From an optimization exercise on the open Yosys and OpenROAD flow, aimed at small area, a short achievable clock period and few clock cycles per item; shortcuts taken in it are not production practice.
Function was not checked in any run shown here: the RTL went through the layout flow alone.

==> flow/design.v (outline; a module is shown in full before it is edited, if it fits) <==
// module trans_chroma_pipe: 1634 lines
module trans_chroma_pipe (
  input  logic        clk,
  input  logic        rst_n,
  input  logic        in_valid,
  output logic        in_ready,
  input  logic [7:0]  y_in,
  input  logic [15:0] c_in,
  output logic [7:0]  lut_y,
  output logic        lut_rd_en,
  input  logic [39:0] lut_mean,
  input  logic [39:0] lut_width,
  output logic        out_valid,
  input  logic        out_ready,
  output logic [39:0] out_data
);
  // ...
==> flow/run.sh <==
#!/bin/bash
# synth_recipe.tcl (not shown) runs the flow's synth.tcl, then flattens the netlist and writes it again
# the make line also repeats each setting of config.mk as NAME=value (left out here)
make -C /OpenROAD-flow-scripts/flow DESIGN_CONFIG=/design/flow/config.mk WORK_HOME=/design/flow/orfs CLKGATE_MAP_FILE= SYNTH_SCRIPT=/design/flow/synth_recipe.tcl finish
==> flow/config.mk <==
export PLATFORM = sky130hd
export DESIGN_NAME = trans_chroma_pipe
export DESIGN_NICKNAME = trans_chroma_pipe
export VERILOG_FILES = /design/flow/design.v
export SDC_FILE = /design/flow/constraint.sdc
export NUM_CORES = 4
export LEC_CHECK = 0
export CAP_MARGIN = 20
export CORE_MARGIN = 2
export CORE_UTILIZATION = 40
export SETUP_SLACK_MARGIN = 3.0
export SLEW_MARGIN = 20
==> flow/constraint.sdc <==
create_clock -name core_clock -period 7.0 [get_ports {clk}]
set_input_delay 1.4000 -clock core_clock [delete_from_list [all_inputs] [get_ports {clk}]]
set_output_delay 1.4000 -clock core_clock [all_outputs]
set_load 0.01 [all_outputs]
==> impl_results.md, run 1 <==
* Routed length on met2 at 27.9 mm
* Fin Hold WS at 0.472 ns
* Dpl cells at 2946
* Layout cells sized above 1 at 12.7%
* Vias in the first global route at 18100
* Tightest Hold Check Type: reg -> reg
* Clk tree area frac at 2.99%
* Most frequent cells in the layout: a22oi_1 (319), xnor2_1 (239), fa_1 (238), edfxtp_1 (199), xor2_1 (193)
* Commonest cells post-synth: a22oi_1 (319), fa_1 (240), xnor2_1 (239)
* Crit path depth at 12
* Met1 WL at 27.5 mm
* YS warnings at 1
* Hold buffers post-CTS at 0
* Mux share of post-synthesis cell area at 0.0873%
* Avg Synthesized Cell Area at 10.4 µm²
* Top layer in use: met4
* Fin. max-slew vios at 0
* Post-CTS setup buffers at 65
* Routed wire per std cell at 19.8 µm
* First-pass GRT wire length at 99.2 mm
* GRT overflow at 0
* Io pins at 159
* Cell kind with the greatest summed area: multi-input combinational cells
* Top FF cell, synth: edfxtp_1
* Hold path start: v_q[1]
* Area of the core at 56500 µm²
* Slew headroom at 22.6%
* Tapcells inserted at 756
* Crit path capture: out_data[33]
* Met3 Use GR at 3.26%
* Clock latency on the worst-skew pair at 0.55 ns
* Seq area share at 22.5%
* Status: complete, no violations
* Fill count at 5227
* CLK BUF at 26
* Buffers on Ports at 158
==> run 2, diff against run 1 <==
--- a/flow/config.mk
+++ b/flow/config.mk
@@ -9,4 +9,4 @@
 export CORE_MARGIN = 2
 export CORE_UTILIZATION = 40
-export SETUP_SLACK_MARGIN = 3.0
+export SETUP_SLACK_MARGIN = 3.5
 export SLEW_MARGIN = 20
==> run 2 against run 1 <==
- still clean
- fmax increased by 2.2%
- area after synthesis stayed put
- worst setup slack improved by 0.097 ns
- via count is 6.5% higher
- cell count rose by 5.4%
- global-route usage increased by 1.5 points
- synthesized cell count stayed put
- clock skew rose by 0.0010 ns
- sequential cell count is the same
==> impl_results.md, run 2 <==
* Clock buffer depth at 3 (unchanged)
* Syn Inst Count at 2207 (unchanged)
* Initial DRC count at 1593 (was 1396)
* Tightest Hold Check Type: reg -> reg (unchanged)
* Area of the multi-input gates at 16600 µm² (was 15900 µm²)
* TritonCTS clock tree: yes (unchanged)
* Status: complete, no violations (unchanged)
* Fin. max-slew vios at 0 (unchanged)
* Via density at 5.61 (was 5.55)
* Routed wire per std cell at 20.7 µm (was 19.8 µm)
* Area of the core at 56500 µm² (unchanged)
* #FFs+latches synth at 202 (unchanged)
* Commonest cells post-synth: a22oi_1 (319), fa_1 (240), xnor2_1 (239) (unchanged)
* First-pass GRT wire length at 105 mm (was 99.2 mm)
* Cell accounting for the most synthesized area: edfxtp_1 (unchanged)
* Chip height at 243 µm (unchanged)
* Top FF cell, synth: edfxtp_1 (unchanged)
* Buffers on Ports at 158 (unchanged)
* DR pass1 iterations at 6 (was 5)
* YS warnings at 1 (unchanged)
* Tcrit/Tclk final at 63.6% (was 65.0%)
* Final Non-Filler Cells at 3264 (was 3098)
* Syn-to-layout area delta at 27.9% (was 17.4%)
* Critical path type: reg -> out (unchanged)
* Post-synthesis sequential area ratio at 26.4% (unchanged)
* Crit path arrival time at 3.05 ns (was 3.15 ns)
* Most frequent cell after synthesis: a22oi_1 (unchanged)
* Starting Density at 40.6% (unchanged)
* GRT overflow at 0 (unchanged)
* Hold Vio Cnt, Final at 0 (unchanged)
* Final nets at 2956 (was 2786)
* Reg2Reg Depth at 10 (was 8)
* Cell area after layout at 29300 µm² (was 26900 µm²)
* Die area at 59300 µm² (unchanged)
* Unrepaired setup endpoints after global routing: yes (unchanged)
* Area contributors post-synth: edfxtp_1 (26%), fa_1 (21%), a22oi_1 (10%), xnor2_1 (9.1%), xor2_1 (7.4%) (unchanged)
* Remaining DRCs at 0 (unchanged)
* Worst setup SP type: register (unchanged)
* Cell variety after synth at 76 (unchanged)
* Depth of the CTS H-tree at 1 (unchanged)
* Dpl cells at 2944 (was 2946)
* Peak Freq at 225 MHz (was 220 MHz)
* Area share of the leading cell type in the synthesized netlist at 26.1% (unchanged)
* CP Max Fanout at 3 (unchanged)
* Hold buffers post-CTS at 0 (unchanged)
* Number of max-cap violations at 0 (unchanged)
* Syn nets at 2669 (unchanged)
* Most frequent cells in the layout: a22oi_1 (257), xnor2_1 (225), buf_4 (218), edfxtp_1 (199), xor2_1 (180) (was a22oi_1 (319), xnor2_1 (239), fa_1 (238), edfxtp_1 (199), xor2_1 (193))
* Final Wtd Congestion at 0.859 (was 0.877)
* Endpoint class of the critical path: primary output (unchanged)
* Clock transition at path regs at 0.06 ns (about the same)
* Total negative slack at 0 ns (unchanged)
* Largest net degree at the start of global routing at 101 (was 100)
* Cell Area, Synth at 22900 µm² (unchanged)
* Vias at 18300 (was 17200)
* CTS root buf: clkbuf_16 (unchanged)
* Setup-failing EPs final at 0 (unchanged)
* Total CTS buffers at 24 (unchanged)
* Post-Route WL at 67.5 mm (was 61.5 mm)
* Detail Placement HPWL at 42.4 mm (was 42.2 mm)
* Die Width at 243 µm (unchanged)
* Fill count at 4923 (was 5227)
* Clock latency on the worst-skew pair at 0.55 ns (about the same)
* Cell row count at 87 (unchanged)
* WHS Path Cells at 2 (was 1)
* Worst-margin pin slew at 0.874 ns (was 1.16 ns)
* Initial antenna violation count at 1 (was 0)
* Post-synth EDFFs at 199 (unchanged)
* Most common cell after layout, fill and taps aside: a22oi_1 (unchanged)
* Register area at 6050 µm² (unchanged)
* Layout cells sized above 1 at 26.7% (was 12.7%)
* CTS Sinks at 202 (unchanged)
* Avg Synthesized Cell Area at 10.4 µm² (unchanged)
* Remaining antenna violation count at 0 (unchanged)
* Vias in the first global route at 19000 (was 18100)
* Worst Skew at 0.0135 ns (was 0.0124 ns)
* Slew headroom at 41.7% (was 22.6%)
* ANT cells at 0 (unchanged)
* Io pins at 159 (unchanged)
* Post-synth ARST share at 1.49% (unchanged)
* WP data required at 5.60 ns (about the same)
* Minimum clock period at 4.45 ns (was 4.55 ns)
* Placed inst area at 24900 µm² (was 24800 µm²)
* Tot GR Track Use at 22.2% (was 20.7%)
[run 2: final timing paths]
kind / endpoint / slack (ns) / startpoint
max: out_data[33] / 2.55 / raq1[0]
min: v_q[1] / 0.48 / v_q[1]
max reg2reg: rbq1[11] / 3.24 / oneq1[3]
min reg2reg: v_q[1] / 0.48 / v_q[1]
max in group asynchronous: v_q[2] / 5.83 / rst_n
min in group asynchronous: v_q[1] / 1.03 / rst_n
[run 2: routing by layer]
layer  vias up  GRT usage (%)  share of wire [%]
met2       872           35.6                 46
met5         -              0              0.019
met3       151           4.04                8.9
met1      9085           30.5                 42
li1       8185              -                  -
met4         2           7.16                3.1
[run 2: final cells by class]
| class | instances | share of cell area (%) |
|---|---|---|
| Clock buffer | 29 | 2.18 |
| Clock inverter | 11 | 0.478 |
| Inverter | 193 | 2.53 |
| Multi-Input combinational cell | 1617 | 56.6 |
| Sequential cell | 202 | 20.6 |
| Tap cell | 756 | 3.23 |
| Timing Repair Buffer | 456 | 14.3 |
[run 2: worst max-delay path: stages (launching register included)]
cell and delay (ns):
edfxtp_1 0.36, inv_2 0.05, fa_2 0.39, nor2b_2 0.14, o31a_1 0.24, o31ai_4 0.10
buf_6 0.14, o21ai_4 0.17, a31oi_4 0.11, or4b_1 0.54, nand4_1 0.12, buf_2 0.14
[run 2: cells by family (layout without fill, tap and decap cells)]
| family | after synthesis | in the layout | synth area share, % |
|---|---|---|---|
| AO/OA/AOI/OAI | 533 | 533 | 16.8 |
| XOR/XNOR | 433 | 433 | 16.5 |
| adder cells (fa/ha/maj) | 354 | 354 | 27.2 |
| buffers and inverters | 388 | 689 | 6.58 |
| flip-flops | 202 | 202 | 26.4 |
| multiplexers | 2 | 2 | 0.0873 |
| AND/OR/NAND/NOR | 295 | 295 | 6.47 |
[run 2: repair_timing]
item	CTS	global route
buffers inserted	213	67
setup endpoints to repair	101	88
pin swaps	127	148
gates resized for setup	296	198
hold endpoints to repair	0	0
[run 2: stage by stage]
step	setup slack, ns	util (%)	hold slack, ns
2_1_floorplan	2.07	-	0.430
3_3_place_gp	2.38	44.1	0.444
3_5_place_dp	2.34	44.1	0.466
4_1_cts	2.56	49.5	0.482
5_1_grt	2.44	51.9	0.497
6_report	2.55	51.9	0.477

[port drivers added, routing unchanged]
The flow's constraints put no driver on any port. The routed layouts listed below were extracted and timed again, unchanged, in two steps.
Step 1 (the two cells are an assumption about what drives the block):
set clk [get_ports {clk}]
set_driving_cell -lib_cell sky130_fd_sc_hd__clkbuf_16 $clk
set_driving_cell -lib_cell sky130_fd_sc_hd__buf_2 [delete_from_list [all_inputs] $clk]
Step 2 adds t to the input delays and takes it off the output delays; t is the mean of the earliest and latest rising clock arrival at the registers after step 1. Input paths then give back, and output paths get back, about the clock's delay inside the block.
Slacks: no drivers / after step 1 / after step 2; pairs: no drivers / after step 1.
run	t, ns	setup slack, ns	hold slack, ns	worst setup path at the end	worst slew at a driven data input, ns
run 1	0.597	2.453 / 2.399 / 2.962	0.472 / 0.472 / 0.472	input to register	0.07
run 2	0.597	2.550 / 2.497 / 3.068	0.477 / 0.477 / 0.477	input to register	0.08
After both steps setup and hold are still met in every run listed.
